This design comes from an exercise in tuning for small area, a short achievable clock period and few clock cycles per item on the open sky130 flow, not from production work. Function was checked by simulation only, so behaviour that the tests miss may differ from the original. No driver is modelled on the clock port, so clocking that relies on it looks cheaper here than on a real chip. Power is estimated from default activity; no workload was simulated.

==> design/flow/design.v <==
`timescale 1ns/1ps
`default_nettype none
package wl_data_pkg;
    typedef logic [8-1:0] weight_t;
    typedef logic [4*8-1:0] weight_vec_t;
    typedef union packed {
        weight_vec_t                  by_ch;     
        weight_t [4-1:0]     by_col;    
    } rom_word_u;
    typedef logic [4*4*4*8-1:0] kernel_t;
endpackage
`default_nettype wire
`timescale 1ns/1ps
`default_nettype none
package wl_ctrl_pkg;
    typedef logic [14-1:0]   rom_addr_t;    
    typedef logic [7-1:0]  group_t;       
    typedef logic [6-1:0] out_ch_t;      
    typedef logic [$clog2(4)-1:0]            row_t;   
    typedef logic [$clog2(4*4)-1:0] pos_t;   
    typedef enum logic [1:0] {
        SEQ_IDLE,
        SEQ_RUN,
        SEQ_DONE
    } seq_state_t;
    typedef enum logic [2:0] {
        L_IDLE,
        L_SKEW,      
        L_BURST,     
        L_GAP,       
        L_DONE
    } lane_state_t;
endpackage
`default_nettype wire
`timescale 1ns/1ps
`default_nettype none
module weight_loader (
    input  logic                     clk,
    input  logic                     reset,
    input  logic                     start,
    input  logic                     stall,          
    input  logic                     single_ch,      
    input  logic [6:0]               ch_groups,
    input  logic [5:0]               out_ch,
    input  logic [13:0]              base_addr,
    input  logic [31:0]              rom_data_0,
    input  logic [31:0]              rom_data_1,
    input  logic [31:0]              rom_data_2,
    input  logic [31:0]              rom_data_3,
    output logic                     rom_rd_en,
    output logic [13:0]              rom_addr,
    output logic [127:0]             col_weights,    
    output logic                     idle,
    output logic                     done
);
    logic        run_q;          
    logic        done_q;         
    logic [2:0]  ph_q;           
    logic [1:0]  row_q;          
    logic [6:0]  grp_q;          
    logic        rdn_q;          
    logic        rdv_q;          
    logic [13:0] addr_q;         
    logic [3:0]  vn_q;           
    logic [3:0]  vhn_q;          
    logic        step;
    logic        go;
    logic        pre;
    logic        last;
    logic        ph6;
    logic        row3;
    logic        fin;
    logic        v0_n;
    logic        horner;
    logic        hb_n;
    logic        hb_q;           
    logic        hz_n;
    logic        hz_q;           
    logic [13:0] add_b;
    logic [13:0] sum;
    logic [11:0] mcand;          
    assign step = !stall;
    assign go   = start && !run_q;
    assign pre  = (grp_q == 7'd0);            
    assign last = (grp_q == ch_groups);
    assign ph6  = (ph_q == 3'd6);
    assign row3 = (row_q == 2'd3);
    assign fin  = ph6 && row3 && last;
    assign v0_n = run_q && (ph6 ? (row3 ? !last : !pre) : (ph_q < 3'd3 && !pre));
    assign horner = pre && !(row3 && (ph_q == 3'd5 || ph_q == 3'd6));
    assign mcand  = c3_q[11:0];
    always_comb begin
        case ({row_q[0], ph_q})
            4'b0_101: hb_n = ch_groups[1];
            4'b0_110: hb_n = ch_groups[2];
            4'b1_000: hb_n = ch_groups[3];
            4'b1_001: hb_n = ch_groups[4];
            4'b1_010: hb_n = ch_groups[5];
            default:  hb_n = ch_groups[6];
        endcase
        if (go)   hb_n = ch_groups[0];
        case ({row_q[0], ph_q})
            4'b0_101: hz_n = (ch_groups[6:2] == 5'd0);
            4'b0_110: hz_n = (ch_groups[6:3] == 4'd0);
            4'b1_000: hz_n = (ch_groups[6:4] == 3'd0);
            4'b1_001: hz_n = (ch_groups[6:5] == 2'd0);
            4'b1_010: hz_n = !ch_groups[6];
            default:  hz_n = 1'b1;
        endcase
        if (go)   hz_n = (ch_groups[6:1] == 6'd0);
    end
    always_comb begin
        if (horner) add_b = hb_q ? {mcand, 2'b00} : 14'd0;
        else        add_b = single_ch ? 14'd4 : 14'd1;
    end
    assign sum = addr_q + add_b;
    always_ff @(posedge clk) begin
        if (reset) begin
            run_q  <= 1'b0;
            done_q <= 1'b0;
            rdn_q  <= 1'b1;
            vn_q   <= '1;
            vhn_q  <= '1;
        end else if (step) begin
            vn_q  <= {vn_q[2:0], !v0_n};
            vhn_q <= {vhn_q[2:0], !(v0_n && !single_ch)};
            if (go) begin
                run_q  <= 1'b1;
                done_q <= 1'b0;
                rdn_q  <= 1'b1;
            end else if (run_q) begin
                if (fin) begin
                    run_q  <= 1'b0;
                    done_q <= 1'b1;
                end
                rdn_q <= !(((ph_q == 3'd4) &&
                           (single_ch ? (row3 && !last) : (!row3 || !last))) ||
                           (horner && hz_q));
            end
        end
    end
    always_ff @(posedge clk) begin
        if (step) begin
            hb_q <= hb_n;
            hz_q <= hz_n;
            if (go) begin
                ph_q  <= 3'd5;
                row_q <= 2'd2;
                grp_q <= '0;
            end else if (horner && hz_q) begin
                ph_q  <= 3'd5;                   
                row_q <= 2'd3;
            end else begin
                ph_q <= ph6 ? 3'd0 : ph_q + 3'd1;
                if (ph6) begin
                    row_q <= row_q + 2'd1;
                    if (row3) grp_q <= grp_q + 7'd1;
                end
            end
        end
    end
    assign rom_rd_en = !(rdn_q || stall);
    assign rom_addr  = addr_q;
    always_ff @(posedge clk) begin
        rdv_q <= rom_rd_en && !reset;
        if (step && go) begin
            addr_q <= base_addr;
        end else if ((step && run_q && horner) || rom_rd_en) begin
            addr_q <= sum;
        end
    end
    assign idle = !run_q;
    assign done = done_q;
    logic [31:0] rn_q [4];       
    logic [31:0] c3_q;           
    logic        dsel;           
    logic        reg_m;
    logic        sgl_m;
    logic        ph0, ph1, ph2, ph012;
    logic        row0, row1, row2;
    assign dsel  = run_q && !rdv_q;
    assign reg_m = dsel && !single_ch;
    assign sgl_m = dsel && single_ch;
    assign ph0   = (ph_q == 3'd0);
    assign ph1   = (ph_q == 3'd1);
    assign ph2   = (ph_q == 3'd2);
    assign ph012 = (ph_q < 3'd3);
    assign row0  = (row_q == 2'd0);
    assign row1  = (row_q == 2'd1);
    assign row2  = (row_q == 2'd2);
    always_ff @(posedge clk) begin
        if (rdv_q) begin
            c3_q <= rom_data_3;
        end else if (step && go) begin
            c3_q[11:0] <= 12'(out_ch);
        end else if (step && run_q && horner) begin
            c3_q[11:0] <= {c3_q[10:0], 1'b0};
        end
    end
    logic        s_r1, s_r2, s_c3, s_sh;     
    logic        t_r1, t_r2, t_c3;           
    logic        t_f1, t_f2;                 
    logic        s0_sh;                      
    logic        s0_r1, s0_r2;               
    logic        r0_en;
    logic [31:0] r0_n;
    always_comb begin
        s0_r1 = reg_m && ph0;
        s0_r2 = reg_m && ph1;
        s_c3  = (reg_m && ph2) || (sgl_m && ph6 && row2);
        s_r1  = s0_r1 || (sgl_m && ph6 && row0);
        s_r2  = s0_r2 || (sgl_m && ph6 && row1);
        s_sh  = sgl_m && ph012;
        s0_sh = s_sh || (sgl_m && ph6 && (row0 || row1));
        t_r1  = s_r1 || (sgl_m && ph0 && row1);
        t_r2  = s_r2;
        t_c3  = s_c3;
        t_f1  = sgl_m && ph0 && !row1;
        t_f2  = sgl_m && !ph0 && ph012;
        r0_en = rdv_q || (step && (s0_r1 || s0_r2 || s_c3 || s_r1 || s_r2 || s_sh || s0_sh));
        r0_n[7:0]   = ({8{rdv_q}} & ~rom_data_0[7:0])
                    | ({8{s0_r1}} & rn_q[1][7:0])
                    | ({8{s0_r2}} & rn_q[2][7:0])
                    | ({8{s_c3}}  & ~c3_q[7:0])
                    | ({8{s0_sh}} & rn_q[0][15:8]);
        r0_n[23:8]  = ({16{rdv_q}} & ~rom_data_0[23:8])
                    | ({16{s_r1}}  & rn_q[1][23:8])
                    | ({16{s_r2}}  & rn_q[2][23:8])
                    | ({16{s_c3}}  & ~c3_q[23:8])
                    | ({16{s_sh}}  & rn_q[0][31:16]);
        r0_n[31:24] = ({8{rdv_q}} & ~rom_data_0[31:24])
                    | ({8{t_r1}}  & rn_q[1][31:24])
                    | ({8{t_r2}}  & rn_q[2][31:24])
                    | ({8{t_c3}}  & ~c3_q[31:24])
                    | ({8{t_f1}}  & rn_q[1][7:0])
                    | ({8{t_f2}}  & rn_q[2][7:0]);
    end
    always_ff @(posedge clk) begin
        if (r0_en) rn_q[0] <= r0_n;
    end
    logic        c1_lo_en, c1_mid_en, c1_hi_en, c1_park;
    assign c1_lo_en  = rdv_q || (step && !ph6);
    assign c1_mid_en = rdv_q || (step && !ph6 && !single_ch);
    assign c1_park   = sgl_m && ph6 && row0;
    assign c1_hi_en  = c1_mid_en || (step && c1_park);
    always_ff @(posedge clk) begin
        if (c1_lo_en)  rn_q[1][7:0]  <= rdv_q ? ~rom_data_1[7:0] : rn_q[0][7:0];
        if (c1_mid_en) rn_q[1][23:8] <= rdv_q ? ~rom_data_1[23:8] : rn_q[0][23:8];
        if (c1_hi_en)  rn_q[1][31:24] <= ({8{rdv_q}} & ~rom_data_1[31:24])
                                       | ({8{!rdv_q && !c1_park}} & rn_q[0][31:24])
                                       | ({8{!rdv_q && c1_park}} & rn_q[0][23:16]);
    end
    logic        c2_lo_en, c2_hi_en;
    assign c2_lo_en = rdv_q || (step && !ph6 && !ph0);
    assign c2_hi_en = rdv_q || (step && !ph6 && !ph0 && !single_ch);
    always_ff @(posedge clk) begin
        if (c2_lo_en) rn_q[2][7:0]  <= rdv_q ? ~rom_data_2[7:0] : rn_q[1][7:0];
        if (c2_hi_en) rn_q[2][31:8] <= rdv_q ? ~rom_data_2[31:8] : rn_q[1][31:8];
    end
    always_ff @(posedge clk) begin
        if (step) rn_q[3] <= rn_q[2];
    end
    for (genvar i = 0; i < 4; i++) begin : g_col
        assign col_weights[32*i +: 8]      = ~(rn_q[i][7:0]  | {8{vn_q[i]}});
        assign col_weights[32*i + 8 +: 24] = ~(rn_q[i][31:8] | {24{vhn_q[i]}});
    end
endmodule
`default_nettype wire
==> design/flow/flow/run.sh <==
#!/bin/bash
# The standard layout, with the port buffers made of the smallest buffer cell
# instead of the default choice, and after clock tree synthesis the stall
# input buffer wired straight to the rom_rd_en gate (flow/post_cts.tcl).
# Each tool's output goes to ORFS's own logs under orfs/logs/; make's output
# goes to standard.log.
set -euo pipefail
export BUFFER_PORTS_ARGS="-buffer_cell sky130_fd_sc_hd__buf_1"
export POST_CTS_TCL="$PWD/flow/post_cts.tcl"
bash standard.sh > standard.log 2>&1
==> design/flow/flow/post_cts.tcl <==
# Shorten the stall -> rom_rd_en feed-through: drive the gate that makes
# rom_rd_en straight from the stall input buffer (the buffer tree that
# repair inserted keeps the other loads), and give that buffer more drive.
proc wl_out_driver {net} {
  foreach it [$net getITerms] {
    if {[$it isOutputSignal]} { return $it }
  }
  return ""
}
proc wl_fix_stall_path {} {
  set db [ord::get_db]
  set block [ord::get_db_block]
  set snet [$block findNet stall]
  set ibuf ""
  foreach it [$snet getITerms] {
    if {[$it isInputSignal]} { set ibuf [$it getInst] }
  }
  if {$ibuf eq ""} { puts "wl: no stall input buffer"; return }
  set ibo [[wl_out_driver_pin $ibuf] getNet]
  set rnet [$block findNet rom_rd_en]
  set obuf [[wl_out_driver $rnet] getInst]
  set gate_it [wl_out_driver [[$obuf findITerm A] getNet]]
  set gate [$gate_it getInst]
  puts "wl: input buffer [$ibuf getName] ([[$ibuf getMaster] getName]), gate [$gate getName] ([[$gate getMaster] getName]), output buffer [$obuf getName]"
  # Find the gate input fed (through buffers only) from the input buffer
  foreach it [$gate getITerms] {
    if {![$it isInputSignal]} { continue }
    set n [$it getNet]
    if {$n eq "NULL"} { continue }
    set hops 0
    set cur $n
    while {$hops < 6} {
      if {[$cur getName] eq [$ibo getName]} { break }
      set d [wl_out_driver $cur]
      if {$d eq ""} { set cur ""; break }
      set di [$d getInst]
      set m [[$di getMaster] getName]
      if {![string match "*__buf_*" $m] && ![string match "*__clkbuf_*" $m]} { set cur ""; break }
      set cur [[$di findITerm A] getNet]
      incr hops
    }
    if {$cur ne "" && $hops > 0} {
      puts "wl: reconnect [$gate getName]/[[$it getMTerm] getName] from [$n getName] to [$ibo getName] ($hops buffers skipped)"
      $it disconnect
      $it connect $ibo
    }
  }
  set m8 [$db findMaster sky130_fd_sc_hd__buf_8]
  $ibuf swapMaster $m8
}
proc wl_out_driver_pin {inst} {
  foreach it [$inst getITerms] {
    if {[$it isOutputSignal]} { return $it }
  }
}
wl_fix_stall_path
estimate_parasitics -placement
repair_timing_helper
detailed_placement
check_placement -verbose
report_checks -through [get_ports rom_rd_en]
==> design/flow/standard.sh <==
#!/bin/bash
# synth_recipe.tcl (not shown) runs the flow's synth.tcl, then flattens the netlist and writes it again
# the make line also repeats each setting of config.mk as NAME=value (left out here)
make -C /OpenROAD-flow-scripts/flow DESIGN_CONFIG=/design/flow/config.mk WORK_HOME=/design/flow/orfs CLKGATE_MAP_FILE= SYNTH_SCRIPT=/design/flow/synth_recipe.tcl "${@:-finish}"
==> design/flow/config.mk <==
export PLATFORM = sky130hd
export DESIGN_NAME = weight_loader
export DESIGN_NICKNAME = weight_loader
export VERILOG_FILES = /design/flow/design.v
export SDC_FILE = /design/flow/constraint.sdc
export NUM_CORES = 4
export LEC_CHECK = 0
export CAP_MARGIN = 20
export CORE_MARGIN = 2
export CORE_UTILIZATION = 40
export PLACE_DENSITY = 0.6
export SETUP_SLACK_MARGIN = 4.4
export SLEW_MARGIN = 20
==> design/flow/constraint.sdc <==
create_clock -name core_clock -period 8.0 [get_ports {clk}]
set_input_delay 1.6000 -clock core_clock [delete_from_list [all_inputs] [get_ports {clk}]]
set_output_delay 1.6000 -clock core_clock [all_outputs]
set_load 0.01 [all_outputs]
==> impl_metrics.csv, run 1 <==
group,metric,value,unit
pwr,irDropWorstVdd,0.000141,V
pwr,cellLeakagePower,4.36,nW
synth,ys_seq_area_share,58.5,%
sta,slew_headroom,22.5,%
route,wl,34000,um
placed_design,placed_area,11500,sq um
floorplanning,die_area,26400,sq um
floorplanning,core,25000,sq um
worst_setup_path,path_class,"input pin to output port",
synth,synthDistinctLibCells,54,
route,drc,0,
placed_design,place_congestion,0.872,
pwr,power_frac_seq,52.8,%
worst_setup_path,reg2reg_from,"grp_q[3]$_SDFFCE_PP0P_",
synth,yosys.area.top_type_share,56.1,%
clock_tree,path_clk_slew,0.08,ns
worst_setup_path,critPathRequiredTime,6.40,ns
global_route,grt_first_pass_wirelength,49200,um
worst_setup_path,critPathArrivalTime,1.95,ns
sta,worst_pin_slew,1.15,ns
pwr,netSwitchingFraction,27.6,%
final_layout,drive_gt1_share,6.09,%
floorplanning,die_h,163,um
final_layout,final_common_cell,"buf_1",
pwr,p_sw,0.000653,W
synth,yosysTopAreaCell,"edfxtp_1",
synth,synth_top_cells_by_area,"edfxtp_1 56%, nor2_1 8.3%, a21oi_1 4.2%",
pwr,clkPwrFrac,37.8,%
floorplanning,die_width,163,um
pwr,power_density,192,nW/um^2
synth,syn_nets,1158,
worst_setup_path,start_kind,"input pin",
placed_design,dp_hpwl,24800,um
sta,fin_setup_tns,0,ns
global_route,grt_remaining_overflow,0,
global_route,grt_max_degree,107,
worst_setup_path,r2r_cells,11,
run_status,outcome,"complete, no violations",
global_route,grt_pass1_vias,8073,
route,wire_per_inst,21.3,um
sta,finalCritPeriodShare,44.4,%
global_route,grt_usage,25.2,%
floorplanning,pin_count,305,
synth,synthFlopType,"edfxtp_1",
synth,yosysWarnings,2,
hold_path,min_path_cells,0,
synth,synthCells,975,
route,vias,8850,
final_layout,area_growth,22.2,%
route,ant_nets,0,
clock_tree,cts_tree,"done",
sta,finClkSkew,0.0208,ns
sta,slew_violations,0,
worst_setup_path,cp_max_fo,17,
synth,async_flop_share,0,%
sta,finalHoldViolations,0,
sta,setup_viol,0,
final_layout,nets,1435,
synth,synth_area_per_cell,10.3,sq um
worst_setup_path,critPathLaunch,"stall",
hold_path,hold_class,"register to register",
worst_setup_path,worstSetupEndpointType,"output port",
clock_tree,cts.sinks,200,
clock_tree,insertion_delay,0.45,ns
placed_design,port_buffers,304,
flow_run,cap_viol_max_count,0,
hold_path,hp-start,"rn_q[2][17]$_DFFE_PP_",
final_layout,stdcell_area,12300,sq um
sta,fin_crit,3.55,ns
synth,synth_edf_count,188,
route,first_pass_iters,9,
global_route,antenna_found_initial,3,
final_layout,final_cell_mix,"301 x buf_1, 221 x nor2_1, 188 x edfxtp_1",
route,vias_per_cell,5.54,
sta,max_freq,282,MHz
pwr,intPower,0.00171,W
synth,syn_area,10100,sq um
floorplanning,rows,58,
synth,ys_seq_elements,200,
route,drt_first_iter_violations,1144,
pwr,combPwrFrac,9.3,%
sta,rsz0062_at_grt,"no",
floorplanning,initial_core_util,40.3,%
==> cells by family after synthesis <==
logic type	synth area share, %
adders and majority gates	2.86
buffers and inverters	4.23
xor gates and xnor gates	1.83
muxes	0.497
and+or+nand+nor	16.2
AOI/OAI and AO/OA	16.0
DFF	58.5
==> critical path, cell delays in order <==
cell and delay, ns:
buf_8 0.18, nor2_4 0.03, buf_2 0.13
==> Yosys cell counts, drive strengths merged, types with 10 or more instances <==
cell	n
ha	23
edfxtp	188
nand2	82
and3	14
o211ai	26
a222oi	33
o21ai	34
a21oi	84
inv	47
clkbuf	51
nor2	222
nor2b	17
nor3	10
dfxtp	12
buf	13
xnor2	15
==> worst paths after layout <==
check        slack, ns               endpoint
min               0.49  rn_q[3][17]$_DFFE_PN_
min reg2reg       0.49  rn_q[3][17]$_DFFE_PN_
max reg2reg       4.58   addr_q[13]$_DFFE_PP_
max               4.45              rom_rd_en
==> flip-flops by register name, indices dropped and copies added, names as in the netlist, 2 cells and up <==
register,count
row_q,2
c3_q,32
vhn_q,4
rn_q,128
ph_q,3
vn_q,4
grp_q,7
addr_q,14
==> per-stage QoR <==
stage	util (%)	instances	hold WS, ns	worst slack, ns	total power (W)
floorplan	-	975	0.451	4.41	0.00137
global placement	46.0	1551	0.469	3.03	0.00148
detailed placement	46.0	1551	0.466	2.90	0.00148
global route	49.3	1598	0.500	4.38	0.00244
finish	49.3	1598	0.485	4.45	0.00237
==> final cells by class <==
class	instances	area, sq um
timing repair buffer	321	1310
sequential	200	5890
multi-input combinational	664	3870
clock inverter	15	199
inverter	48	180
clock buffer	17	425
tap	330	413
antenna	3	7.51
fill	2372	12700
==> metal layers <==
metal / up-vias / global-route usage [%] / wire (um)
met5: - / 0 / 0
met3: 42 / 4.30 / 2640
met1: 4244 / 34.9 / 14400
li1: 4121 / - / -
met2: 443 / 40.9 / 16100
met4: 0 / 6.96 / 779
==> power by group through the flow <==
stage	registers (W)	logic [W]	clock network [W]
5_1_grt	0.00126	0.000244	0.000944
2_1_floorplan	0.00124	0.000131	0
6_report	0.00125	0.000221	0.000895
3_5_place_dp	0.00127	0.000211	0
3_3_place_gp	0.00127	0.000209	0
Testbench counts, summed over its fixed seeds: cycles 14,372, groups 499.
==> run 2: changes to the inputs <==
--- a/design/flow/config.mk
+++ b/design/flow/config.mk
@@ -8,6 +8,7 @@
 export CAP_MARGIN = 20
 export CORE_MARGIN = 2
 export CORE_UTILIZATION = 40
+export GPL_TIMING_DRIVEN = 0
 export PLACE_DENSITY = 0.6
-export SETUP_SLACK_MARGIN = 4.4
+export SETUP_SLACK_MARGIN = 4.5
 export SLEW_MARGIN = 20
==> impl_metrics.csv, run 2 <==
group,metric,value,unit
run_status,outcome,"complete, no violations",
placed_design,place_congestion,0.885,
clock_tree,cts.sinks,200,
floorplanning,initial_core_util,40.3,%
sta,slew_headroom,39.1,%
clock_tree,cts_tree,"done",
sta,max_freq,285,MHz
route,wire_per_inst,22.6,um
worst_setup_path,crit_chain,"buf_12 > nor2_4 > buf_6",
final_layout,drive_gt1_share,6.97,%
floorplanning,rows,58,
pwr,power_density,192,nW/um^2
route,vias,9382,
pwr,irDropWorstVdd,0.000134,V
pwr,p_total,0.00243,W
synth,yosysTopAreaCell,"edfxtp_1",
global_route,met1_usage,38.0,%
synth,synthMostInstantiatedCell,"nor2_1",
synth,async_flop_share,0,%
synth,synthCells,975,
global_route,grt_remaining_overflow,0,
worst_setup_path,start_kind,"input pin",
sta,finalHoldViolations,0,
sta,fin_setup_tns,0,ns
synth,yosysWarnings,2,
worst_setup_path,reg2reg_from,"ph_q[0]$_SDFFCE_PP1N_",
worst_setup_path,reg2reg_setup_slack,4.53,ns
sta,finClkSkew,0.0183,ns
placed_design,placed_area,11800,sq um
route,drc,0,
placed_design,dp_hpwl,28500,um
floorplanning,die_h,163,um
sta,slew_violations,0,
route,ant_nets,0,
final_layout,nets,1504,
global_route,grt_first_pass_wirelength,53500,um
synth,ys_seq_area_share,58.5,%
worst_setup_path,r2r_cells,13,
worst_setup_path,r2r_end,"addr_q[13]$_DFFE_PP_",
global_route,busiest_layer,"met2",
global_route,grt_use_met3,4.56,%
final_layout,final_common_cell,"buf_1",
worst_setup_path,cp_slowest_stage_delay,0.11,ns
synth,yosys.area.top_type_share,56.1,%
sta,worst_pin_slew,0.908,ns
synth,synth_common_cells,"222 x nor2_1, 188 x edfxtp_1, 84 x a21oi_1, 82 x nand2_1, 51 x clkbuf_1",
worst_setup_path,cp_max_fo,2,
global_route,grt_max_degree,24,
worst_setup_path,critPathCapture,"rom_rd_en",
worst_setup_path,slowest_stage,"buf_6",
synth,synth_area_per_cell,10.3,sq um
floorplanning,pin_count,305,
clock_tree,path_clk_slew,0.08,ns
sta,setup_viol,0,
final_layout,reg_top3,"rn_q x128, c3_q x32, addr_q x14",
pwr,cellLeakagePower,4.52,nW
worst_setup_path,critPathRequiredTime,6.40,ns
worst_setup_path,worstSetupEndpointType,"output port",
floorplanning,core,25000,sq um
placed_design,port_buffers,304,
sta,finalCritPeriodShare,43.8,%
route,first_pass_iters,10,
final_layout,largest_reg_flops,128,
hold_path,hold_class,"register to register",
worst_setup_path,path_class,"input pin to output port",
global_route,met2_usage,45.5,%
flow_run,cap_viol_max_count,0,
route,wl,37600,um
clock_tree,insertion_delay,0.44,ns
global_route,grt_usage,27.6,%
global_route,antenna_found_initial,0,
synth,syn_nets,1158,
synth,synthDistinctLibCells,54,
route,drt_first_iter_violations,1208,
synth,ys_seq_elements,200,
hold_path,min_path_cells,0,
worst_setup_path,critPathLaunch,"stall",
route,vias_per_cell,5.63,
final_layout,stdcell_area,12700,sq um
final_layout,area_growth,26.1,%
synth,synthFlopType,"edfxtp_1",
synth,synth_edf_count,188,
sta,fin_crit,3.50,ns
final_layout,final_cell_mix,"311 x buf_1, 221 x nor2_1, 188 x edfxtp_1",
sta,rsz0062_at_grt,"yes",
global_route,grt_pass1_vias,8822,
worst_setup_path,critPathArrivalTime,1.90,ns
floorplanning,die_width,163,um
floorplanning,die_area,26400,sq um
synth,synth_top_cells_by_area,"edfxtp_1 56%, nor2_1 8.3%, a21oi_1 4.2%",
final_layout,top_register,"rn_q",
synth,syn_area,10100,sq um
run 2: cell counts after synthesis:
Identical to the previous run, type by type.
run 2: power by group:
part,internal [W],switching [W],total [W]
combinational,0.0000928,0.000160,0.000253
sequential,0.00120,0.0000396,0.00124
clock,0.000489,0.000454,0.000943
run 2: layer usage:
metal	vias to the layer above	part of all wire [%]
li1	4261	-
met1	4471	41
met2	599	47
met3	51	10
met4	0	2.0
met5	-	0
run 2: per-stage QoR:
step                setup WS [ns]  cells  utilization, %  hold WS [ns]
finish                       4.50   1666            50.8         0.495
detailed placement           3.45   1613            47.2         0.473
floorplan                    4.42    975               -         0.451
global route                 4.41   1664            50.8         0.512
global placement             3.51   1609            46.9         0.471
run 2: cell type report:
class	count	area, sq um
repair inverters	2	12.5
clock buffers	17	425
clock inverters	15	226
flip-flops and latches	200	5890
multi-input cells	664	3890
plain buffers	64	303
well taps	330	413
fillers	2406	12300
inverters	48	184
repair buffers	324	1350
diodes	2	5.00
run 2: worst min path at each step:
stage / to / slack, ns / start
after floorplan: rn_q[3][10]$_DFFE_PN_ / 0.45 / rn_q[2][10]$_DFFE_PP_
after global placement: rn_q[3][8]$_DFFE_PN_ / 0.47 / rn_q[2][8]$_DFFE_PP_
final: rn_q[3][27]$_DFFE_PN_ / 0.50 / rn_q[2][27]$_DFFE_PP_
after detailed placement: rn_q[3][8]$_DFFE_PN_ / 0.47 / rn_q[2][8]$_DFFE_PP_
after global routing: rn_q[3][10]$_DFFE_PN_ / 0.51 / rn_q[2][10]$_DFFE_PP_
run 2: critical path: cells and delay by family:
family / cells / cell delay (ns)
buffers and inverters: 2 / 0.21
AND/OR/NAND/NOR: 1 / 0.09
run 2: cells by family (layout without fill, tap and decap cells):
group	count (synthesis)	in the layout	synth area share [%]
buf+inv	112	470	4.23
fa+ha+maj	23	23	2.86
flops	200	200	58.5
compound gates	237	238	16.0
xor+xnor	21	21	1.83
other cells	0	2	0
simple gates	377	377	16.2
mux	5	5	0.497
==> run 3: changes to the inputs <==
--- a/design/flow/config.mk
+++ b/design/flow/config.mk
@@ -8,7 +8,6 @@
 export CAP_MARGIN = 20
 export CORE_MARGIN = 2
 export CORE_UTILIZATION = 40
-export GPL_TIMING_DRIVEN = 0
 export PLACE_DENSITY = 0.6
 export SETUP_SLACK_MARGIN = 4.5
 export SLEW_MARGIN = 20
==> impl_metrics.csv, run 3 <==
group,metric,value,unit
worst_setup_path,critPathRequiredTime,6.40,ns
synth,synth_common_cells,"222 x nor2_1, 188 x edfxtp_1, 84 x a21oi_1, 82 x nand2_1, 51 x clkbuf_1",
sta,max_freq,286,MHz
route,drt_first_iter_violations,1013,
global_route,busiest_layer,"met2",
clock_tree,insertion_delay,0.44,ns
synth,synth_edf_count,188,
synth,syn_area,10100,sq um
global_route,grt_remaining_overflow,0,
worst_setup_path,cp_num_cells,3,
hold_path,hp-start,"rn_q[2][22]$_DFFE_PP_",
pwr,combPwrFrac,9.5,%
pwr,power_density,191,nW/um^2
run_status,outcome,"complete, no violations",
global_route,met1_usage,35.8,%
worst_setup_path,cp_slowest_stage_delay,0.11,ns
worst_setup_path,cp_max_fo,3,
hold_path,min_path_cells,0,
sta,slew_headroom,24.6,%
worst_setup_path,path_class,"input pin to output port",
sta,rsz0062_at_grt,"yes",
pwr,intPower,0.00172,W
synth,yosysTopAreaCell,"edfxtp_1",
route,first_pass_iters,9,
global_route,met2_usage,39.9,%
route,drc,0,
synth,synth_area_per_cell,10.3,sq um
synth,syn_nets,1158,
worst_setup_path,slowest_stage,"buf_8",
floorplanning,die_width,163,um
pwr,cellLeakagePower,4.41,nW
worst_setup_path,start_kind,"input pin",
synth,yosysWarnings,2,
floorplanning,rows,58,
placed_design,place_congestion,0.871,
pwr,clkPwrFrac,37.8,%
synth,synth_top_cells_by_area,"edfxtp_1 56%, nor2_1 8.3%, a21oi_1 4.2%",
floorplanning,die_area,26400,sq um
global_route,antenna_found_initial,1,
route,vias,8948,
floorplanning,initial_core_util,40.3,%
floorplanning,pin_count,305,
worst_setup_path,reg2reg_from,"grp_q[2]$_SDFFCE_PP0P_",
global_route,grt_first_pass_wirelength,50000,um
worst_setup_path,worstSetupEndpointType,"output port",
route,wl,34800,um
final_layout,fillers,2427,
final_layout,final_cells,1606,
global_route,grt_use_met3,4.56,%
placed_design,place_inst,1555,
synth,synthCells,975,
synth,ys_seq_area_share,58.5,%
route,vias_per_cell,5.57,
worst_setup_path,path_delay_family,"buffers and inverters",
synth,ys_seq_elements,200,
final_layout,final_common_cell,"buf_1",
clock_tree,cts.sinks,200,
floorplanning,core,25000,sq um
sta,slew_violations,0,
final_layout,nets,1443,
sta,worst_pin_slew,1.13,ns
worst_setup_path,r2r_cells,11,
sta,setup_viol,0,
pwr,power_frac_seq,52.7,%
final_layout,largest_reg_flops,128,
worst_setup_path,critPathArrivalTime,1.90,ns
clock_tree,cts_tree,"done",
worst_setup_path,crit_chain,"buf_8 > nor2_4 > buf_6",
final_layout,area_growth,23.5,%
route,wire_per_inst,21.7,um
final_layout,reg_top3,"rn_q x128, c3_q x32, addr_q x14",
synth,synthDistinctLibCells,54,
clock_tree,path_clk_slew,0.09,ns
synth,synthFlopType,"edfxtp_1",
sta,finalHoldViolations,0,
placed_design,dp_hpwl,25300,um
synth,synthMostInstantiatedCell,"nor2_1",
sta,fin_crit,3.50,ns
route,ant_nets,0,
placed_design,port_buffers,304,
sta,finalCritPeriodShare,43.8,%
hold_path,holdPathEnd,"rn_q[3][22]$_DFFE_PN_",
final_layout,drive_gt1_share,7.07,%
worst_setup_path,reg2reg_setup_slack,4.60,ns
floorplanning,die_h,163,um
sta,finClkSkew,0.0168,ns
flow_run,cap_viol_max_count,0,
hold_path,hold_class,"register to register",
global_route,grt_usage,25.6,%
synth,async_flop_share,0,%
worst_setup_path,critPathBufInv,2,
pwr,irDropWorstVdd,0.000134,V
final_layout,final_cell_mix,"301 x buf_1, 221 x nor2_1, 188 x edfxtp_1",
sta,fin_setup_tns,0,ns
pwr,p_sw,0.000660,W
final_layout,top_register,"rn_q",
synth,yosys.area.top_type_share,56.1,%
global_route,grt_max_degree,118,
pwr,netSwitchingFraction,27.8,%
global_route,grt_pass1_vias,8286,
worst_setup_path,r2r_end,"addr_q[13]$_DFFE_PP_",
[run 3: cells by family after synthesis]
group,Yosys count,synth area share (%)
flops,200,58.5
xor+xnor,21,1.83
buf+inv,112,4.23
simple gates,377,16.2
mux,5,0.497
compound gates,237,16.0
fa+ha+maj,23,2.86
[run 3: worst max-delay path by stage]
stage              start                    end
3_5_place_dp   single_ch  rn_q[0][13]$_DFFE_PP_
6_report           stall              rom_rd_en
2_1_floorplan      stall              rom_rd_en
3_3_place_gp   single_ch  rn_q[0][21]$_DFFE_PP_
5_1_grt        single_ch   addr_q[13]$_DFFE_PP_
[run 3: cell type report]
type | count | area [sq um] | share of cell area (%)
multi-input cells | 664 | 3890 | 31.3
flip-flops and latches | 200 | 5890 | 47.4
inverters | 48 | 185 | 1.49
clock buffers | 17 | 425 | 3.42
clock inverters | 15 | 196 | 1.58
diodes | 3 | 7.51 | 0.0604
well taps | 330 | 413 | 3.32
repair buffers | 329 | 1410 | 11.4
[run 3: power groups by stage]
stage	Sequential, W	Clock (W)	Combinational [W]
final	0.00125	0.000898	0.000227
after global routing	0.00126	0.000946	0.000250
after detailed placement	0.00127	0	0.000212
after floorplan	0.00124	0	0.000133
after global placement	0.00127	0	0.000210
[run 3: layer usage]
layer  vias up  wire length [um]
met1      4233             14600
met5         -                 0
met3        65              3280
met2       516             15700
met4         0              1190
li1       4134                 -
[run 3: worst register-to-register path, cell delays in order (launching register included)]
cell and delay [ns]:
edfxtp_1 0.45, or4_4 0.62, nor3_4 0.23, buf_6 0.16, buf_4 0.14, and3_1 0.21
ha_1 0.28, o21ai_0 0.25, o2bb2ai_2 0.17, nor4bb_1 0.10, or4_1 0.48, a31oi_1 0.17
[run 3: through the flow]
step,setup WS [ns],utilization (%),cell area [sq um],total power [W],hold slack [ns]
after global routing,4.46,49.8,12400,0.00245,0.523
final,4.50,49.8,12400,0.00238,0.505
after global placement,3.20,46.1,11500,0.00148,0.482
after floorplan,4.42,-,10200,0.00138,0.451
after detailed placement,3.06,46.1,11500,0.00149,0.488
==> run 4: changes to the inputs <==
--- a/design/flow/config.mk
+++ b/design/flow/config.mk
@@ -7,7 +7,7 @@
 export LEC_CHECK = 0
 export CAP_MARGIN = 20
 export CORE_MARGIN = 2
-export CORE_UTILIZATION = 40
-export PLACE_DENSITY = 0.6
+export CORE_UTILIZATION = 50
+export PLACE_DENSITY = 0.65
 export SETUP_SLACK_MARGIN = 4.5
 export SLEW_MARGIN = 20
==> impl_metrics.csv, run 4 <==
group,metric,value,unit
run_status,outcome,"complete, no violations",
synth,synthDistinctLibCells,54,
global_route,antenna_found_initial,0,
placed_design,place_congestion,0.871,
synth,synth_area_per_cell,10.3,sq um
synth,synthFlopType,"edfxtp_1",
floorplanning,pin_count,305,
final_layout,seq_area,5890,sq um
final_layout,reg_top3,"rn_q x128, c3_q x32, addr_q x14",
placed_design,port_buffers,304,
sta,fin_setup_tns,0,ns
flow_run,cap_viol_max_count,0,
final_layout,n_antenna_cell,0,
worst_setup_path,critPathRequiredTime,6.40,ns
sta,fin_crit,3.48,ns
sta,slew_headroom,26.8,%
synth,synthMostInstantiatedCell,"nor2_1",
worst_setup_path,path_class,"input pin to output port",
final_layout,top_register,"rn_q",
pwr,cellLeakagePower,4.43,nW
final_layout,final_cell_mix,"301 x buf_1, 221 x nor2_1, 188 x edfxtp_1",
worst_setup_path,slowest_stage,"buf_8",
synth,ys_seq_elements,200,
synth,ys_seq_area_share,58.5,%
synth,synth_top_cells_by_area,"edfxtp_1 56%, nor2_1 8.3%, a21oi_1 4.2%",
worst_setup_path,r2r_cells,11,
final_layout,largest_reg_flops,128,
floorplanning,initial_core_util,51.4,%
final_layout,nets,1452,
global_route,grt_usage,30.3,%
sta,rsz0062_at_grt,"no",
sta,setup_viol,0,
worst_setup_path,start_kind,"input pin",
floorplanning,die_width,146,um
synth,syn_nets,1158,
route,vias,9031,
floorplanning,die_h,146,um
placed_design,dp_hpwl,23300,um
sta,finalCritPeriodShare,43.5,%
worst_setup_path,cp_slowest_stage_delay,0.11,ns
synth,synth_edf_count,188,
hold_path,min_path_cells,2,
sta,slew_violations,0,
hold_path,hold_class,"register to register",
pwr,power_density,190,nW/um^2
final_layout,fillers,1644,
global_route,grt_remaining_overflow,0,
global_route,grt_first_pass_wirelength,48900,um
pwr,irDropWorstVdd,0.000146,V
floorplanning,core,19600,sq um
route,drt_first_iter_violations,1057,
route,wl,32900,um
final_layout,area_growth,23.3,%
sta,finalHoldViolations,0,
placed_design,placed_area,11400,sq um
route,ant_nets,0,
clock_tree,cts_tree,"done",
sta,max_freq,287,MHz
pwr,p_total,0.00235,W
final_layout,multi_input_area,3900,sq um
worst_setup_path,crit_chain,"buf_8 > nor2_4 > buf_6",
worst_setup_path,critPathArrivalTime,1.88,ns
synth,yosys.area.top_type_share,56.1,%
final_layout,stdcell_area,12400,sq um
route,first_pass_iters,9,
sta,worst_pin_slew,1.09,ns
synth,yosysTopAreaCell,"edfxtp_1",
global_route,grt_pass1_vias,8569,
synth,synth_common_cells,"222 x nor2_1, 188 x edfxtp_1, 84 x a21oi_1, 82 x nand2_1, 51 x clkbuf_1",
route,vias_per_cell,5.84,
global_route,grt_max_degree,119,
synth,async_flop_share,0,%
final_layout,drive_gt1_share,7.80,%
synth,yosysWarnings,2,
floorplanning,die_area,21300,sq um
worst_setup_path,worstSetupEndpointType,"output port",
sta,finClkSkew,0.0107,ns
clock_tree,insertion_delay,0.44,ns
worst_setup_path,cp_max_fo,3,
floorplanning,rows,51,
route,wire_per_inst,21.3,um
final_layout,final_common_cell,"buf_1",
clock_tree,cts.sinks,200,
route,drc,0,
synth,synthCells,975,
clock_tree,path_clk_slew,0.08,ns
synth,syn_area,10100,sq um
## run 4: path summary, 6_finish.rpt
kind | slack (ns) | start | end
setup / recovery | 4.52 | stall | rom_rd_en
hold / removal | 0.49 | done_q$_SDFFE_PP0P_ | done_q$_SDFFE_PP0P_
setup reg to reg | 4.66 | row_q[0]$_SDFFCE_PP0P_ | addr_q[13]$_DFFE_PP_
hold reg to reg | 0.49 | done_q$_SDFFE_PP0P_ | done_q$_SDFFE_PP0P_
## run 4: kinds of logic (layout without fill, tap and decap cells)
family	Yosys count	in the layout	share of synthesized area, %
AOI/OAI and AO/OA	237	238	16.0
xor gates and xnor gates	21	21	1.83
and+or+nand+nor	377	377	16.2
adders and majority gates	23	23	2.86
DFF	200	200	58.5
buffers and inverters	112	418	4.23
muxes	5	5	0.497
## run 4: per-stage QoR
stage	utilization, %	std cells	worst slack [ns]	hold WS (ns)
global placement	58.2	1486	3.14	0.476
finish	63.3	1547	4.52	0.490
floorplan	-	975	4.42	0.451
detailed placement	58.2	1486	3.13	0.479
global route	63.3	1547	4.51	0.515
## run 4: metal layers
| layer | vias to the layer above | wire, um | GRT usage (%) |
|---|---|---|---|
| li1 | 4158 | - | - |
| met1 | 4278 | 13500 | 42.1 |
| met2 | 546 | 15500 | 49.5 |
| met3 | 49 | 3270 | 4.48 |
| met4 | 0 | 664 | 9.22 |
| met5 | - | 0 | 0 |
## run 4: power breakdown
group | switching [W] | internal [W]
registers | 0.0000525 | 0.00120
logic | 0.000142 | 0.0000923
clock network | 0.000423 | 0.000446
## run 4: area by class of cell
class | count | area share (%)
clock buffer | 18 | 3.46
clock inverter | 14 | 1.28
inverter | 48 | 1.48
multi-input combinational | 664 | 31.5
sequential | 200 | 47.5
tap | 265 | 2.67
timing repair buffer | 337 | 12.1
timing repair inverter | 1 | 0.0605
## run 4: critical path, delay by kind of cell
| family | cells | cell delay (ns) |
|---|---|---|
| AND/OR/NAND/NOR | 1 | 0.07 |
| buffers and inverters | 2 | 0.21 |
==> run 5: changes to the inputs <==
--- a/design/flow/design.v
+++ b/design/flow/design.v
@@ -58,6 +58,7 @@
     logic [2:0]  ph_q;           
     logic [1:0]  row_q;          
     logic [6:0]  grp_q;          
+    logic        lead_q;         
     logic        rdn_q;          
     logic        rdv_q;          
     logic [13:0] addr_q;         
@@ -72,16 +73,14 @@
     logic        fin;
     logic        v0_n;
     logic        horner;
-    logic        hb_n;
-    logic        hb_q;           
-    logic        hz_n;
-    logic        hz_q;           
+    logic        hb;             
+    logic        hz;             
     logic [13:0] add_b;
     logic [13:0] sum;
     logic [11:0] mcand;          
     assign step = !stall;
     assign go   = start && !run_q;
-    assign pre  = (grp_q == 7'd0);            
+    assign pre  = lead_q;
     assign last = (grp_q == ch_groups);
     assign ph6  = (ph_q == 3'd6);
     assign row3 = (row_q == 2'd3);
@@ -89,28 +88,10 @@
     assign v0_n = run_q && (ph6 ? (row3 ? !last : !pre) : (ph_q < 3'd3 && !pre));
     assign horner = pre && !(row3 && (ph_q == 3'd5 || ph_q == 3'd6));
     assign mcand  = c3_q[11:0];
+    assign hb     = grp_q[0];
+    assign hz     = (grp_q[6:1] == 6'd0);
     always_comb begin
-        case ({row_q[0], ph_q})
-            4'b0_101: hb_n = ch_groups[1];
-            4'b0_110: hb_n = ch_groups[2];
-            4'b1_000: hb_n = ch_groups[3];
-            4'b1_001: hb_n = ch_groups[4];
-            4'b1_010: hb_n = ch_groups[5];
-            default:  hb_n = ch_groups[6];
-        endcase
-        if (go)   hb_n = ch_groups[0];
-        case ({row_q[0], ph_q})
-            4'b0_101: hz_n = (ch_groups[6:2] == 5'd0);
-            4'b0_110: hz_n = (ch_groups[6:3] == 4'd0);
-            4'b1_000: hz_n = (ch_groups[6:4] == 3'd0);
-            4'b1_001: hz_n = (ch_groups[6:5] == 2'd0);
-            4'b1_010: hz_n = !ch_groups[6];
-            default:  hz_n = 1'b1;
-        endcase
-        if (go)   hz_n = (ch_groups[6:1] == 6'd0);
-    end
-    always_comb begin
-        if (horner) add_b = hb_q ? {mcand, 2'b00} : 14'd0;
+        if (horner) add_b = hb ? {mcand, 2'b00} : 14'd0;
         else        add_b = single_ch ? 14'd4 : 14'd1;
     end
     assign sum = addr_q + add_b;
@@ -135,27 +116,30 @@
                 end
                 rdn_q <= !(((ph_q == 3'd4) &&
                            (single_ch ? (row3 && !last) : (!row3 || !last))) ||
-                           (horner && hz_q));
+                           (horner && hz));
             end
         end
     end
     always_ff @(posedge clk) begin
         if (step) begin
-            hb_q <= hb_n;
-            hz_q <= hz_n;
             if (go) begin
-                ph_q  <= 3'd5;
-                row_q <= 2'd2;
-                grp_q <= '0;
-            end else if (horner && hz_q) begin
-                ph_q  <= 3'd5;                   
-                row_q <= 2'd3;
+                ph_q   <= 3'd5;
+                row_q  <= 2'd2;
+                grp_q  <= ch_groups;
+                lead_q <= 1'b1;
+            end else if (run_q && horner && hz) begin
+                ph_q   <= 3'd5;                  
+                row_q  <= 2'd3;
+                grp_q  <= '0;
             end else begin
                 ph_q <= ph6 ? 3'd0 : ph_q + 3'd1;
-                if (ph6) begin
-                    row_q <= row_q + 2'd1;
-                    if (row3) grp_q <= grp_q + 7'd1;
+                if (horner) begin
+                    grp_q <= grp_q >> 1;
+                end else if (ph6 && row3) begin
+                    grp_q  <= grp_q + 7'd1;
+                    lead_q <= 1'b0;
                 end
+                if (ph6) row_q <= row_q + 2'd1;
             end
         end
     end
--- a/design/flow/config.mk
+++ b/design/flow/config.mk
@@ -7,7 +7,7 @@
 export LEC_CHECK = 0
 export CAP_MARGIN = 20
 export CORE_MARGIN = 2
-export CORE_UTILIZATION = 50
-export PLACE_DENSITY = 0.65
-export SETUP_SLACK_MARGIN = 4.5
+export CORE_UTILIZATION = 40
+export PLACE_DENSITY = 0.6
+export SETUP_SLACK_MARGIN = 4.45
 export SLEW_MARGIN = 20
==> impl_metrics.csv, run 5 <==
group,metric,value,unit
floorplanning,die_area,26200,sq um
sta,max_freq,282,MHz
synth,synth_top_cells_by_area,"edfxtp_1 56%, nor2_1 8.4%, a21oi_1 4.1%",
final_layout,area_growth,21.8,%
worst_setup_path,reg2reg_from,"ph_q[0]$_SDFFCE_PP1N_",
route,drc,0,
placed_design,place_inst,1509,
final_layout,stdcell_area,12100,sq um
route,wire_per_inst,21.5,um
floorplanning,rows,57,
run_status,outcome,"complete, no violations",
floorplanning,pin_count,305,
sta,rsz0062_at_grt,"yes",
pwr,power_density,204,nW/um^2
pwr,irDropWorstVdd,0.000118,V
worst_setup_path,critPathBufInv,2,
synth,yosysTopAreaCell,"edfxtp_1",
synth,ys_seq_area_share,58.7,%
sta,fin_crit,3.54,ns
synth,synthCells,939,
worst_setup_path,cp_max_fo,9,
floorplanning,die_h,162,um
route,wl,33400,um
global_route,grt_remaining_overflow,0,
final_layout,final_cell_mix,"301 x buf_1, 222 x nor2_1, 187 x edfxtp_1",
floorplanning,initial_core_util,40.9,%
worst_setup_path,critPathCapture,"addr_q[10]$_DFFE_PP_",
synth,yosysWarnings,2,
route,vias,8483,
synth,yosys.area.top_type_share,56.3,%
clock_tree,path_clk_slew,0.08,ns
worst_setup_path,slowest_stage,"ha_1",
sta,setup_viol,0,
placed_design,dp_hpwl,24200,um
final_layout,final_cells,1554,
clock_tree,cts.sinks,199,
sta,slew_violations,0,
route,drt_first_iter_violations,758,
synth,synth_common_cells,"224 x nor2_1, 187 x edfxtp_1, 82 x nand2_1, 81 x a21oi_1, 44 x clkbuf_1",
flow_run,cap_viol_max_count,0,
final_layout,largest_reg_flops,128,
route,ant_nets,0,
placed_design,place_congestion,0.850,
worst_setup_path,crit_chain,"buf_2 > inv_1 > o21ai_1 > ha_1 > a211o_1 > a211oi_2 > nor2_1 > a311oi_2 > xor2_1 > a21oi_1",
worst_setup_path,critPathRequiredTime,8.16,ns
final_layout,fillers,2337,
pwr,cellLeakagePower,4.32,nW
synth,syn_area,9980,sq um
floorplanning,die_width,162,um
synth,synthFlopType,"edfxtp_1",
worst_setup_path,critPathArrivalTime,3.70,ns
clock_tree,cts_tree,"done",
placed_design,placed_area,11300,sq um
final_layout,drive_gt1_share,6.51,%
final_layout,nets,1397,
synth,ys_seq_elements,199,
hold_path,hold_class,"register to register",
route,vias_per_cell,5.46,
worst_setup_path,worstSetupEndpointType,"register",
placed_design,port_buffers,304,
sta,slew_headroom,39.1,%
sta,worst_pin_slew,0.906,ns
sta,fin_setup_tns,0,ns
synth,synth_area_per_cell,10.6,sq um
final_layout,final_common_cell,"buf_1",
sta,finalHoldViolations,0,
worst_setup_path,r2r_cells,13,
sta,finClkSkew,0.0136,ns
synth,synthMostInstantiatedCell,"nor2_1",
worst_setup_path,path_class,"input pin to register",
global_route,grt_first_pass_wirelength,48200,um
hold_path,min_path_cells,1,
synth,syn_nets,1121,
worst_setup_path,cp_slowest_stage_delay,0.32,ns
global_route,antenna_found_initial,2,
pwr,p_total,0.00248,W
worst_setup_path,path_delay_family,"compound AO/OA/AOI/OAI gates",
final_layout,top_register,"rn_q",
global_route,grt_max_degree,95,
sta,finalCritPeriodShare,44.3,%
final_layout,reg_top3,"rn_q x128, c3_q x32, addr_q x14",
worst_setup_path,start_kind,"input pin",
worst_setup_path,r2r_end,"addr_q[10]$_DFFE_PP_",
clock_tree,insertion_delay,0.44,ns
synth,async_flop_share,0,%
worst_setup_path,cp_num_cells,10,
worst_setup_path,reg2reg_setup_slack,4.59,ns
global_route,grt_pass1_vias,8161,
worst_setup_path,critPathLaunch,"single_ch",
floorplanning,core,24400,sq um
synth,synth_edf_count,187,
route,first_pass_iters,5,
synth,synthDistinctLibCells,59,
global_route,grt_usage,24.8,%
[run 5: worst min path at each step]
stage	startpoint	endpoint	slack, ns
2_1_floorplan	rdn_q$_SDFFE_PP1P_	rdv_q$_DFF_P_	0.44
3_3_place_gp	rdn_q$_SDFFE_PP1P_	rdv_q$_DFF_P_	0.45
3_5_place_dp	rdn_q$_SDFFE_PP1P_	rdv_q$_DFF_P_	0.46
5_1_grt	done_q$_SDFFE_PP0P_	done_q$_SDFFE_PP0P_	0.51
6_report	done_q$_SDFFE_PP0P_	done_q$_SDFFE_PP0P_	0.50
[run 5: report_power, final]
| part | internal, W | switching [W] | total (W) |
|---|---|---|---|
| clock network | 0.000425 | 0.000452 | 0.000877 |
| registers | 0.00122 | 0.0000676 | 0.00129 |
| logic | 0.000125 | 0.000187 | 0.000312 |
[run 5: kinds of logic after synthesis]
kind of cell,synth area share [%]
compound gates,16.5
xor+xnor,2.11
fa+ha+maj,2.76
buf+inv,3.41
flops,58.7
mux,1.15
simple gates,15.4
[run 5: worst register-to-register path, stage by stage, from the launching register on]
cell,delay (ns)
edfxtp_1,0.43
inv_1,0.09
ha_1,0.30
o211ai_1,0.30
and2_4,0.29
nand3_1,0.09
o21ai_1,0.15
ha_1,0.32
a211o_1,0.31
a211oi_2,0.18
nor2_1,0.13
a311oi_2,0.29
xor2_1,0.17
a21oi_1,0.09
[run 5: per-layer routing]
metal / vias to the layer above / part of all wire [%] / track usage (%)
met5: - / 0 / 0
met1: 4070 / 44 / 34.3
met2: 360 / 47 / 40.0
met4: 0 / 2.3 / 8.61
met3: 41 / 7.0 / 3.73
li1: 4012 / - / -
[run 5: area by class of cell]
| type | count | area, sq um | area share [%] |
|---|---|---|---|
| clock inverters | 15 | 185 | 1.52 |
| clock buffers | 17 | 425 | 3.50 |
| well taps | 324 | 405 | 3.34 |
| inverters | 11 | 42.5 | 0.350 |
| multi-input cells | 665 | 3860 | 31.8 |
| repair buffers | 321 | 1360 | 11.2 |
| diodes | 2 | 5.00 | 0.0412 |
| flip-flops and latches | 199 | 5860 | 48.2 |
[run 5: stage by stage]
stage          hold slack, ns  utilization (%)  worst slack, ns
2_1_floorplan           0.443                -             4.46
3_3_place_gp            0.449             46.4             3.39
3_5_place_dp            0.459             46.4             3.31
5_1_grt                 0.509             49.8             4.43
6_report                0.499             49.8             4.46
Testbench counts of run 5, summed over its fixed seeds: cycles 14,372, groups 499.
==> run 6: changes to the inputs <==
--- a/design/flow/config.mk
+++ b/design/flow/config.mk
@@ -9,5 +9,5 @@
 export CORE_MARGIN = 2
 export CORE_UTILIZATION = 40
 export PLACE_DENSITY = 0.6
-export SETUP_SLACK_MARGIN = 4.45
+export SETUP_SLACK_MARGIN = 4.55
 export SLEW_MARGIN = 20
==> impl_metrics.csv, run 6 <==
group,metric,value,unit
synth,yosys.area.top_type_share,56.3,%
synth,ys_seq_elements,199,
synth,synth_edf_count,187,
final_layout,fillers,2375,
pwr,p_sw,0.000698,W
worst_setup_path,critPathRequiredTime,6.40,ns
synth,synthAdderAreaFrac,2.76,%
sta,finalHoldViolations,0,
synth,synth_area_per_cell,10.6,sq um
synth,ys_seq_area_share,58.7,%
synth,synth_common_cells,"224 x nor2_1, 187 x edfxtp_1, 82 x nand2_1, 81 x a21oi_1, 44 x clkbuf_1",
final_layout,final_cell_mix,"301 x buf_1, 222 x nor2_1, 187 x edfxtp_1",
floorplanning,pin_count,305,
route,vias_per_cell,5.46,
floorplanning,die_h,162,um
synth,syn_area,9980,sq um
sta,finClkSkew,0.0180,ns
worst_setup_path,critPathArrivalTime,1.92,ns
pwr,cellLeakagePower,4.31,nW
floorplanning,initial_core_util,40.9,%
final_layout,area_growth,21.9,%
route,wire_per_inst,21.4,um
sta,slew_headroom,42.7,%
synth,async_flop_share,0,%
sta,worst_pin_slew,0.853,ns
sta,fin_crit,3.52,ns
final_layout,final_common_cell,"buf_1",
global_route,grt_max_degree,108,
final_layout,stdcell_area,12200,sq um
sta,rsz0062_at_grt,"yes",
global_route,grt_first_pass_wirelength,48600,um
worst_setup_path,path_class,"input pin to output port",
pwr,irDropWorstVdd,0.000102,V
synth,synthCells,939,
pwr,combPwrFrac,12.8,%
synth,yosysTopAreaCell,"edfxtp_1",
synth,synthDistinctLibCells,59,
worst_setup_path,cp_max_fo,3,
placed_design,port_buffers,304,
clock_tree,insertion_delay,0.44,ns
final_layout,top_register,"rn_q",
route,wl,33300,um
worst_setup_path,worstSetupEndpointType,"output port",
worst_setup_path,reg2reg_setup_slack,4.76,ns
pwr,clkPwrFrac,34.9,%
synth,synthFlopType,"edfxtp_1",
route,vias,8504,
floorplanning,rows,57,
synth,synth_top_cells_by_area,"edfxtp_1 56%, nor2_1 8.4%, a21oi_1 4.1%",
final_layout,reg_top3,"rn_q x128, c3_q x32, addr_q x14",
global_route,grt_remaining_overflow,0,
pwr,netSwitchingFraction,28.3,%
synth,synthMostInstantiatedCell,"nor2_1",
placed_design,placed_area,11300,sq um
placed_design,place_congestion,0.882,
synth,synth_compound_gate_area_share,16.5,%
route,first_pass_iters,5,
synth,yosys.area_share.simple,15.4,%
placed_design,dp_hpwl,24300,um
clock_tree,cts_tree,"done",
synth,synth_xor_area_share,2.11,%
flow_run,cap_viol_max_count,0,
synth,synth_top_family_by_area,"compound AO/OA/AOI/OAI gates",
pwr,power_frac_seq,52.2,%
floorplanning,core,24400,sq um
sta,fin_setup_tns,0,ns
final_layout,drive_gt1_share,6.99,%
final_layout,largest_reg_flops,128,
synth,syn_nets,1121,
pwr,power_density,203,nW/um^2
final_layout,nets,1399,
sta,finalCritPeriodShare,44.0,%
synth,synthMuxAreaShare,1.15,%
clock_tree,path_clk_slew,0.08,ns
floorplanning,die_area,26200,sq um
synth,yosysWarnings,2,
final_layout,post-route-util,49.9,%
clock_tree,cts.sinks,199,
global_route,antenna_found_initial,1,
route,drc,0,
global_route,grt_pass1_vias,8264,
sta,max_freq,284,MHz
run_status,outcome,"complete, no violations",
route,drt_first_iter_violations,814,
sta,slew_violations,0,
hold_path,hold_class,"register to register",
worst_setup_path,start_kind,"input pin",
global_route,grt_usage,24.9,%
route,ant_nets,0,
sta,setup_viol,0,
pwr,intPower,0.00177,W
floorplanning,die_width,162,um
==> run 6: cell counts after synthesis <==
Identical to the previous run, type by type.
==> run 6: metal layers <==
layer | GRT usage (%) | vias up | part of all wire [%]
li1 | - | 4012 | -
met1 | 34.5 | 4072 | 43
met2 | 40.3 | 376 | 47
met3 | 3.60 | 44 | 7.0
met4 | 8.05 | 0 | 2.5
met5 | 0 | - | 0
==> run 6: cells by family (layout without fill, tap and decap cells) <==
| group | Yosys count | after routing |
|---|---|---|
| AOI/OAI and AO/OA | 239 | 240 |
| muxes | 11 | 11 |
| xor gates and xnor gates | 24 | 24 |
| buffers and inverters | 77 | 366 |
| and+or+nand+nor | 367 | 368 |
| DFF | 199 | 199 |
| adders and majority gates | 22 | 22 |
| other | 0 | 3 |
==> run 6: worst max-delay path, stage by stage <==
cell    delay, ns
buf_8        0.12
nor2_4       0.09
buf_6        0.11
==> run 6: layout make-up <==
cell class | instances | area, sq um | share of cell area, %
diodes | 3 | 7.51 | 0.0617
well taps | 324 | 405 | 3.33
flip-flops and latches | 199 | 5860 | 48.2
clock buffers | 18 | 429 | 3.53
multi-input cells | 665 | 3880 | 31.9
clock inverters | 14 | 159 | 1.31
repair buffers | 323 | 1370 | 11.3
inverters | 11 | 43.8 | 0.360
==> run 6: worst paths after layout <==
| check | depth (start not counted) | from | to |
|---|---|---|---|
| min reg2reg | 0 | rn_q[2][26]$_DFFE_PP_ | rn_q[3][26]$_DFFE_PN_ |
| max | 3 | stall | rom_rd_en |
| min | 0 | rn_q[2][26]$_DFFE_PP_ | rn_q[3][26]$_DFFE_PN_ |
| max reg2reg | 13 | ph_q[0]$_SDFFCE_PP1N_ | addr_q[10]$_DFFE_PP_ |
==> run 6: stage by stage <==
step                      power (W)  setup WS (ns)  hold WS [ns]  cells
after floorplan             0.00148           4.46         0.452    939
after global placement      0.00160           3.49         0.482   1509
after detailed placement    0.00161           3.34         0.483   1509
after global routing        0.00255           4.48         0.507   1555
final                       0.00246           4.48         0.501   1557
==> run 6: power groups by stage <==
stage | clock [W] | sequential [W] | combinational [W]
after floorplan | 0 | 0.00128 | 0.000201
after global placement | 0 | 0.00131 | 0.000295
after detailed placement | 0 | 0.00131 | 0.000300
after global routing | 0.000905 | 0.00129 | 0.000351
final | 0.000861 | 0.00129 | 0.000316
==> run 7: changes to the inputs <==
--- a/design/flow/config.mk
+++ b/design/flow/config.mk
@@ -9,5 +9,5 @@
 export CORE_MARGIN = 2
 export CORE_UTILIZATION = 40
 export PLACE_DENSITY = 0.6
-export SETUP_SLACK_MARGIN = 4.55
+export SETUP_SLACK_MARGIN = 4.5
 export SLEW_MARGIN = 20
==> impl_metrics.csv, run 7 <==
group,metric,value,unit
run_status,outcome,"complete, no violations",
placed_design,placed_area,11300,sq um
global_route,met2_usage,39.8,%
synth,synth_top_cells_by_area,"edfxtp_1 56%, nor2_1 8.4%, a21oi_1 4.1%",
global_route,grt_remaining_overflow,0,
synth,syn_area,9980,sq um
sta,fin_ws,4.47,ns
worst_setup_path,critPathArrivalTime,1.93,ns
route,ant_nets,0,
synth,ys_seq_elements,199,
global_route,grt_pass1_vias,8176,
placed_design,dp_hpwl,23900,um
final_layout,reg_top3,"rn_q x128, c3_q x32, addr_q x14",
global_route,grt_usage,24.7,%
placed_design,port_buffers,304,
hold_path,min_path_cells,0,
final_layout,final_cells,1554,
pwr,power_density,205,nW/um^2
synth,yosysWarnings,2,
synth,syn_nets,1121,
route,wire_per_inst,21.4,um
synth,synthCells,939,
global_route,antenna_found_initial,2,
floorplanning,pin_count,305,
sta,finClkSkew,0.0154,ns
synth,synthFlopType,"edfxtp_1",
pwr,power_frac_seq,51.8,%
sta,fin_hold_ws,0.505,ns
synth,synth_edf_count,187,
hold_path,hold_class,"register to register",
worst_setup_path,critPathRequiredTime,6.40,ns
worst_setup_path,start_kind,"input pin",
floorplanning,core,24400,sq um
route,vias_per_cell,5.49,
pwr,irDropWorstVdd,0.000109,V
final_layout,largest_reg_flops,128,
sta,setup_viol,0,
global_route,busiest_layer,"met2",
sta,finalHoldViolations,0,
final_layout,drive_gt1_share,6.85,%
synth,yosys.area.top_type_share,56.3,%
sta,worst_pin_slew,0.977,ns
pwr,netSwitchingFraction,27.9,%
synth,synthMostInstantiatedCell,"nor2_1",
final_layout,final_cell_mix,"301 x buf_1, 222 x nor2_1, 187 x edfxtp_1",
synth,yosysTopAreaCell,"edfxtp_1",
final_layout,nets,1397,
route,drt_first_iter_violations,791,
pwr,p_sw,0.000694,W
route,drc,0,
floorplanning,die_width,162,um
clock_tree,cts.sinks,199,
sta,fin_crit,3.53,ns
worst_setup_path,cp_max_fo,3,
clock_tree,path_clk_slew,0.08,ns
synth,synth_common_cells,"224 x nor2_1, 187 x edfxtp_1, 82 x nand2_1, 81 x a21oi_1, 44 x clkbuf_1",
placed_design,place_inst,1508,
global_route,grt_max_degree,98,
hold_path,hp-start,"rn_q[2][16]$_DFFE_PP_",
synth,synthDistinctLibCells,59,
floorplanning,die_h,162,um
final_layout,stdcell_area,12200,sq um
pwr,intPower,0.00180,W
worst_setup_path,path_class,"input pin to output port",
global_route,grt_first_pass_wirelength,48400,um
floorplanning,die_area,26200,sq um
route,vias,8539,
worst_setup_path,reg2reg_from,"ph_q[0]$_SDFFCE_PP1N_",
pwr,clkPwrFrac,35.7,%
final_layout,area_growth,21.9,%
worst_setup_path,reg2reg_setup_slack,4.63,ns
pwr,combPwrFrac,12.5,%
route,wl,33300,um
pwr,cellLeakagePower,4.33,nW
placed_design,place_congestion,0.878,
placed_design,dp_slack,3.30,ns
route,first_pass_iters,7,
floorplanning,initial_core_util,40.9,%
floorplanning,rows,57,
synth,ys_seq_area_share,58.7,%
sta,fin_setup_tns,0,ns
worst_setup_path,r2r_end,"addr_q[10]$_DFFE_PP_",
sta,max_freq,283,MHz
final_layout,fillers,2303,
sta,slew_headroom,34.8,%
final_layout,final_common_cell,"buf_1",
worst_setup_path,worstSetupEndpointType,"output port",
sta,slew_violations,0,
final_layout,top_register,"rn_q",
clock_tree,cts_tree,"done",
flow_run,cap_viol_max_count,0,
worst_setup_path,critPathLaunch,"stall",
sta,rsz0062_at_grt,"yes",
clock_tree,insertion_delay,0.45,ns
sta,finalCritPeriodShare,44.1,%
global_route,met1_usage,33.7,%
global_route,grt_use_met3,4.83,%
worst_setup_path,r2r_cells,13,
synth,synth_area_per_cell,10.6,sq um
hold_path,holdPathEnd,"rn_q[3][16]$_DFFE_PN_",
synth,async_flop_share,0,%
-- run 7: cell counts after synthesis --
No cell type changed its count.
-- run 7: per-stage QoR --
stage,util [%],total power [W]
floorplan,-,0.00148
global placement,46.4,0.00160
detailed placement,46.4,0.00161
global route,49.9,0.00258
finish,49.9,0.00249
-- run 7: cell type report --
class                           count  area, sq um  area share, %
Clock inverter                     14          185           1.52
Inverter                           11         42.5          0.350
Clock buffer                       17          425           3.50
Timing Repair Buffer              321         1370           11.2
Multi-Input combinational cell    665         3870           31.8
Antenna cell                        3         7.51         0.0617
Tap cell                          324          405           3.33
Sequential cell                   199         5860           48.2
-- run 7: layer usage --
layer	share of wire (%)	up-vias
met1	43	4076
met3	7.3	47
li1	-	4000
met4	2.2	0
met5	0	-
met2	48	416
-- run 7: power by group through the flow --
stage          combinational [W]  clock [W]  sequential [W]
6_report                0.000310   0.000889         0.00129
2_1_floorplan           0.000201          0         0.00128
5_1_grt                 0.000344   0.000934         0.00130
3_5_place_dp            0.000294          0         0.00131
3_3_place_gp            0.000291          0         0.00131
-- run 7: critical path, cell delays in order --
cell and delay (ns):
buf_12 0.11, nor2_4 0.10, buf_6 0.11
-- run 7: worst max-delay path by stage --
stage / slack (ns) / end
after floorplan: 4.46 / addr_q[10]$_DFFE_PP_
after global placement: 3.49 / rn_q[0][14]$_DFFE_PP_
after detailed placement: 3.30 / rn_q[0][19]$_DFFE_PP_
after global routing: 4.44 / addr_q[10]$_DFFE_PP_
final: 4.47 / rom_rd_en
-- run 7: logic make-up (layout without fill, tap and decap cells) --
kind of cell	count (synthesis)	after routing	share of synthesized area, %
fa+ha+maj	22	22	2.76
simple gates	367	368	15.4
compound gates	239	240	16.5
mux	11	11	1.15
other cells	0	3	0
flops	199	199	58.7
xor+xnor	24	24	2.11
buf+inv	77	363	3.41

[re-timing with driven ports]
Ports are ideal in the flow. The routed layouts listed here were re-timed in OpenROAD.
Step 1 assumes that a clkbuf_16 drives the clock port and a buf_2 every other input.
Step 2 times the ports against the registers' clock, not the clock port: input delays grow and output delays shrink by t, the midpoint of the rising clock arrivals with the driver on.
Three values: ideal, step 1, step 2; two values: the first two.
run | shift t [ns] | slack for setup (ns) | worst setup path at the end | latest minus earliest clock arrival (ns) | pins driven straight from the clock port
run 1 | 0.484 | 4.448 / 4.337 / 4.081 | input to register | 0.022 / 0.022 | 1
run 2 | 0.480 | 4.496 / 4.441 / 4.057 | input to register | 0.020 / 0.020 | 1
run 3 | 0.481 | 4.500 / 4.460 / 4.126 | input to register | 0.019 / 0.019 | 1
run 4 | 0.474 | 4.518 / 4.473 / 4.141 | input to register | 0.012 / 0.012 | 1
run 5 | 0.479 | 4.456 / 4.442 / 3.991 | input to register | 0.015 / 0.015 | 1
run 6 | 0.480 | 4.481 / 4.442 / 4.112 | input to register | 0.018 / 0.019 | 1
run 7 | 0.481 | 4.469 / 4.421 / 4.101 | input to register | 0.016 / 0.015 | 1
After both steps every run listed still meets setup and hold. For run 5, which loses most, drivers alone change the setup slack by -0.014 ns; drivers and shift together by -0.465 ns.
